Context: an optimization exercise on an open-source flow, tuned for small area, a short achievable clock period and few clock cycles per item. The choices shown serve that exercise and are no tape-out recipe.
The RTL was checked by simulation tests, not by an equivalence proof against the original design.

==> v15: inputs <==
==> flow/design.v (excerpt) <==
module ex_stage_top (
    input  logic        clk,
    input  logic        rst_i,
    input  logic        valid_i,
    input  logic [7:0]  req_aluop_i,
    input  logic [2:0]  req_alusel_i,
    input  logic [31:0] req_reg1_i,
    input  logic [31:0] req_reg2_i,
    input  logic [4:0]  req_wd_i,
    input  logic        req_wreg_i,
    output logic        stall_o,
    output logic        wb_valid_o,
    output logic [4:0]  wb_wd_o,
    output logic        wb_wreg_o,
    output logic [31:0] wb_wdata_o
);
    ex_stage i_ex_stage (
        .clk        (clk),
        .rst_i      (rst_i),
        .valid_i    (valid_i),
        .aluop_i    (req_aluop_i),
        .alusel_i   (req_alusel_i),
        .reg1_i     (req_reg1_i),
        .reg2_i     (req_reg2_i),
        .wd_i       (req_wd_i),
        .wreg_i     (req_wreg_i),
        .stall_o    (stall_o),
        .wb_valid_o (wb_valid_o),
        .wb_wd_o    (wb_wd_o),
        .wb_wreg_o  (wb_wreg_o),
        .wb_wdata_o (wb_wdata_o)
    );
endmodule
Settings: LEC_CHECK=0, ABC_AREA=1, CAP_MARGIN=20, CORE_MARGIN=2, CORE_UTILIZATION=60, SLEW_MARGIN=50; clock period 18.5 ns.
run.sh (not shown) runs the stock make flow with config.mk's settings and CLKGATE_MAP_FILE= SYNTH_SCRIPT=/design/flow/synth_recipe.tcl, a recipe that flattens the netlist after the stock synthesis.
==> v17: changes against v15 <==
--- a/flow/design.v
+++ b/flow/design.v
@@ -940,46 +940,51 @@
     logic [1:0] cnt_q;
     assign sel_nop   = (alusel_i == 3'd0);
     assign sel_logic = (alusel_i == 3'd1);
     assign sel_shift = (alusel_i == 3'd2);
     assign sel_move  = (alusel_i == 3'd3);
     assign sel_arith = (alusel_i == 3'd4);
     assign sel_mul   = (alusel_i == 3'd5);
-    assign is_mulop = sel_mul || (sel_nop && (aluop_i[5] || aluop_i[3]));
+    assign is_mulop = sel_mul || (sel_nop && (aluop_i[7] || aluop_i[3]));
     assign last     = (cnt_q == 2'(NP - 1));
     assign stall_o  = !last && !alusel_i[1] &&
                       (alusel_i[2] ? (aluop_i[3] && aluop_i[7]) : (aluop_i[3] || aluop_i[7]));
     assign stall    = valid_i && is_mulop && !last;
     assign accept   = valid_i && !rst_i && !stall;
     always_ff @(posedge clk) begin
         if (rst_i || !stall) begin
             cnt_q <= 2'd0;
         end else begin
             cnt_q <= cnt_q + 2'd1;
         end
     end
-    assign is_acc  = sel_nop && aluop_i[5];
-    assign is_sub  = sel_nop && aluop_i[5] && aluop_i[3] && aluop_i[1];
-    assign is_mt   = sel_nop && !aluop_i[5] && !aluop_i[3] && aluop_i[4];
-    assign we_hi   = sel_nop && (aluop_i[5] || aluop_i[3] || (aluop_i[4] && !aluop_i[1]));
-    assign we_lo   = sel_nop && (aluop_i[5] || aluop_i[3] || (aluop_i[4] && aluop_i[1]));
+    assign is_acc  = sel_nop && aluop_i[7];
+    assign is_sub  = sel_nop && aluop_i[7] && aluop_i[3] && aluop_i[1];
+    assign is_mt   = sel_nop && !aluop_i[7] && !aluop_i[3] && aluop_i[4];
+    assign we_hi   = sel_nop && (aluop_i[7] || aluop_i[3] || (aluop_i[4] && !aluop_i[1]));
+    assign we_lo   = sel_nop && (aluop_i[7] || aluop_i[3] || (aluop_i[4] && aluop_i[1]));
     assign mul_sgn = aluop_i[0] ^ (aluop_i[1] || aluop_i[4]);
-    logic [31:0] shift_res, arith_res;
-    logic        is_addsub, do_sub, is_pass, is_clz;
+    logic [31:0] shift_res, arith_res, alu_res;
+    logic        is_addsub, do_sub, is_pass;
     logic [63:0] row0, row1, s_d, c_d, fb, fb2, sum, hilo;
     logic [NR*NP-1:0] d_one, d_two, d_neg;
     logic [NR-1:0]    r_one, r_two, r_neg;
     logic        acc_p_q, sub_p_q;
     ex_bitwise i_ex_bitwise (
         .left_i  (aluop_i[6]),
         .arith_i (aluop_i[0]),
         .reg1_i  (reg1_i),
         .reg2_i  (reg2_i),
         .shift_o (shift_res)
     );
+    ex_arith i_ex_arith (
+        .clo_i   (aluop_i[7] && aluop_i[0]),
+        .reg1_i  (reg1_i),
+        .count_o (arith_res)
+    );
     always_comb begin
         logic [32:0] y;
         y = {reg2_i, 1'b0};
         for (int i = 0; i < 16; i++) begin
             d_one[i] = y[2*i+1] ^ y[2*i];
             d_two[i] = (y[2*i+2] & ~y[2*i+1] & ~y[2*i]) | (~y[2*i+2] & y[2*i+1] & y[2*i]);
             d_neg[i] = y[2*i+2];
@@ -1018,24 +1023,25 @@
         .two_i  (r_two),
         .neg_i  (r_neg),
         .fb_i   (fb),
         .fb2_i  (fb2),
         .row0_o (row0),
         .row1_o (row1)
     );
-    assign trap = sel_arith && !is_clz && !aluop_i[3] && !(aluop_i[6] ^ aluop_i[0]);
-    assign is_clz    = aluop_i[5] && aluop_i[4];
-    assign is_addsub = sel_arith && !is_clz;
+    assign trap = sel_arith && !aluop_i[7] && !aluop_i[3] && !(aluop_i[6] ^ aluop_i[0]);
+    assign is_addsub = sel_arith && !aluop_i[7];
     assign do_sub    = aluop_i[1] && !aluop_i[6];
-    assign is_pass = sel_arith || sel_logic;
-    assign s_d = is_mulop ? row0 : (is_mt ? {reg1_i, reg1_i} : (is_pass ? {32'b0, reg1_i} : {32'b0, shift_res}));
+    assign is_pass = is_addsub || sel_logic;
+    assign alu_res = ({32{sel_shift}} & shift_res) |
+                     ({32{sel_arith}} & arith_res);
+    assign s_d = is_mulop ? row0 : (is_mt ? {reg1_i, reg1_i} : (is_pass ? {32'b0, reg1_i} : {32'b0, alu_res}));
     assign c_d = is_mulop ? row1 : (is_pass ? {32'b0, reg2_i ^ {32{is_addsub && do_sub}}} : 64'b0);
     logic [63:0] s_q, c_q;
     logic        v_q, we_hi_q, we_lo_q, sub_q, mfhi_q, mflo_q, res_q;
-    logic        and_q, or_q, xor_q, nor_q, clz_q, clo_q;
+    logic        and_q, or_q, xor_q, nor_q;
     logic [63:0] andv, xorv, carry;
     logic        cin_q, trap_q, slt_q, uns_q, ovf, lt;
     logic [4:0]  wd_q;
     logic        wreg_q;
     always_ff @(posedge clk) begin
         if (rst_i) begin
             v_q     <= 1'b0;
@@ -1049,17 +1055,15 @@
     end
     always_ff @(posedge clk) begin
         s_q    <= s_d;
         c_q    <= c_d;
         sub_q  <= is_sub;
         mfhi_q <= sel_move && !aluop_i[1];
         mflo_q <= sel_move && aluop_i[1];
-        res_q  <= sel_shift || sel_mul || (is_addsub && !aluop_i[3]);
-        clz_q  <= sel_arith && is_clz;
-        clo_q  <= aluop_i[0];
+        res_q  <= !sel_nop && !sel_move && !sel_logic && !(is_addsub && aluop_i[3]);
         and_q  <= sel_logic && !aluop_i[1] && !aluop_i[0];
         or_q   <= sel_logic && !aluop_i[1] &&  aluop_i[0];
         xor_q  <= sel_logic &&  aluop_i[1] && !aluop_i[0];
         nor_q  <= sel_logic &&  aluop_i[1] &&  aluop_i[0];
         cin_q  <= is_addsub && do_sub;
         trap_q <= trap;
         slt_q  <= is_addsub && aluop_i[3];
@@ -1072,34 +1076,28 @@
         .b_i   (c_q),
         .ci_i  (cin_q),
         .sum_o (sum),
         .and_o (andv),
         .xor_o (xorv),
         .carry_o (carry)
     );
-    ex_arith i_ex_arith (
-        .clo_i   (clo_q),
-        .reg1_i  (s_q[31:0]),
-        .count_o (arith_res)
-    );
     assign ovf = (s_q[31] == c_q[31]) && (carry[30] != s_q[31]);
     assign lt  = (s_q[31] == c_q[31]) ? (s_q[31] ^ uns_q) : !carry[30];
     ex_hilo i_ex_hilo (
         .clk     (clk),
         .rst_i   (rst_i),
         .we_hi_i (we_hi_q),
         .we_lo_i (we_lo_q),
         .wdata_i (sum ^ {64{sub_q}}),
         .hilo_o  (hilo)
     );
     assign wb_valid_o = v_q;
     assign wb_wd_o    = wd_q;
     assign wb_wreg_o  = wreg_q && !(trap_q && ovf);
     assign wb_wdata_o = ({32{res_q}} & sum[31:0]) |
-                        ({32{clz_q}} & arith_res) |
                         ({32{and_q}} & andv[31:0]) |
                         ({32{xor_q}} & xorv[31:0]) |
                         ({32{or_q}}  & (andv[31:0] | xorv[31:0])) |
                         ({32{nor_q}} & ~(andv[31:0] | xorv[31:0])) |
                         {31'b0, slt_q && lt} |
                         ({32{mfhi_q}} & hilo[63:32]) |
                         ({32{mflo_q}} & hilo[31:0]);
--- a/flow/config.mk
+++ b/flow/config.mk
@@ -5,8 +5,8 @@
 export SDC_FILE = /design/flow/constraint.sdc
 export NUM_CORES = 4
 export LEC_CHECK = 0
 export ABC_AREA = 1
 export CAP_MARGIN = 20
 export CORE_MARGIN = 2
 export CORE_UTILIZATION = 60
-export SLEW_MARGIN = 50
+export SLEW_MARGIN = 20
==> v37: changes against v15 <==
--- a/flow/config.mk
+++ b/flow/config.mk
@@ -5,8 +5,8 @@
 export SDC_FILE = /design/flow/constraint.sdc
 export NUM_CORES = 4
 export LEC_CHECK = 0
 export ABC_AREA = 1
 export CAP_MARGIN = 20
 export CORE_MARGIN = 2
 export CORE_UTILIZATION = 60
-export SLEW_MARGIN = 50
+export SLEW_MARGIN = 65
==> v13: changes against v15 <==
--- a/flow/config.mk
+++ b/flow/config.mk
@@ -5,8 +5,9 @@
 export SDC_FILE = /design/flow/constraint.sdc
 export NUM_CORES = 4
 export LEC_CHECK = 0
 export ABC_AREA = 1
 export CAP_MARGIN = 20
 export CORE_MARGIN = 2
 export CORE_UTILIZATION = 60
-export SLEW_MARGIN = 50
+export PLACE_DENSITY = 0.72
+export SLEW_MARGIN = 20
==> notes <==
- Setup slack: v13 is lower than v37 (880 ps).
- Final area, lowest first: v13, v17, v15, v37.
- In die area, v37 and v15 do not differ.
- Sequential share of layout area: v37 < v17 < v15 < v13.
- Synthesized cell count is the same in v37 and v13.
- The highest register-to-register slack belongs to v37, the lowest to v13.
- Clock-buffer cell count, highest first: v37, v13, v17, v15.
==> figures <==
|  | v13 | v17 | v37 | v15 |
|---|---|---|---|---|
| Result of the run | complete, no violations | complete, no violations | complete, no violations | complete, no violations |
| Initial core utilization | 60.88% | 60.97% | 60.88% | 60.88% |
| Post-route worst hold slack | 447.1 ps | 460.0 ps | 449.1 ps | 451.8 ps |
| Number of fill cells | 4,502 | 4,232 | 4,200 | 4,225 |
| Peak Freq | 0.1031 GHz | 0.1052 GHz | 0.1134 GHz | 0.1132 GHz |
| Combined global-route utilization of all metal layers | 47.26% | 49.89% | 49.34% | 48.93% |
| Met1 Use GR | 61.60% | 60.59% | 61.09% | 60.29% |
| Vias after detailed routing | 29,698 | 31,227 | 30,850 | 30,755 |
| Number of antenna violations at the first check in global routing | 8 | 12 | 7 | 8 |
| Placed cell areas | 31,400 um2 | 31,500 um2 | 31,650 um2 | 31,430 um2 |
| Sink Count | 217 | 216 | 217 | 217 |
| Number of logic stages on the critical path including buffering | 14 | 4 | 4 | 4 |
| Met2 wire length | 48.83 mm | 52.42 mm | 51.71 mm | 52.04 mm |
| Crit-path max FO | 17 | 8 | 4 | 4 |
| DP Cell Count | 4,614 | 4,640 | 4,610 | 4,608 |
| Die Area | 51,470 um2 | 51,750 um2 | 51,470 um2 | 51,470 um2 |
Testbench counts of v15, summed over its fixed seeds: cycles 19,190, items 16,000.
Testbench counts of v17, summed over its fixed seeds: cycles 19,190, items 16,000.
Testbench counts of v37, summed over its fixed seeds: cycles 19,190, items 16,000.
Testbench counts of v13, summed over its fixed seeds: cycles 19,190, items 16,000.

afterwards: timing with drivers on the ports:
In the flow no input, the clock included, has a driving cell. The finished layouts below were timed again as built, in two steps. Step 1 (the two cells are an assumption about what drives the block):
set clk [get_ports {clk}]
set_driving_cell -lib_cell sky130_fd_sc_hd__clkbuf_16 $clk
set_driving_cell -lib_cell sky130_fd_sc_hd__buf_2 [delete_from_list [all_inputs] $clk]
Step 2, shift: input delay + t, output delay - t, t = (earliest + latest rising clock arrival at the registers) / 2. This alone moves slack from input paths to output paths. Three values: ideal ports, drivers, drivers and shift; two values: the first two.
| run | shift t [ns] | setup slack, ns | hold slack, ns | worst setup path at the end | cell pins on the clock port's net |
|---|---|---|---|---|---|
| v15 | 0.590 | 9.665 / 9.641 / 9.213 | 0.452 / 0.452 / 0.452 | input to register | 1 |
| v17 | 0.587 | 8.996 / 8.974 / 8.825 | 0.460 / 0.460 / 0.460 | input to register | 1 |
| v37 | 0.597 | 9.682 / 9.659 / 9.534 | 0.449 / 0.449 / 0.449 | input to register | 1 |
| v13 | 0.581 | 8.801 / 8.822 / 8.241 | 0.447 / 0.447 / 0.447 | input to register | 1 |
After both steps every run listed still meets setup and hold. For v13, which loses most, drivers alone change the setup slack by +0.021 ns; drivers and shift together by -0.560 ns.
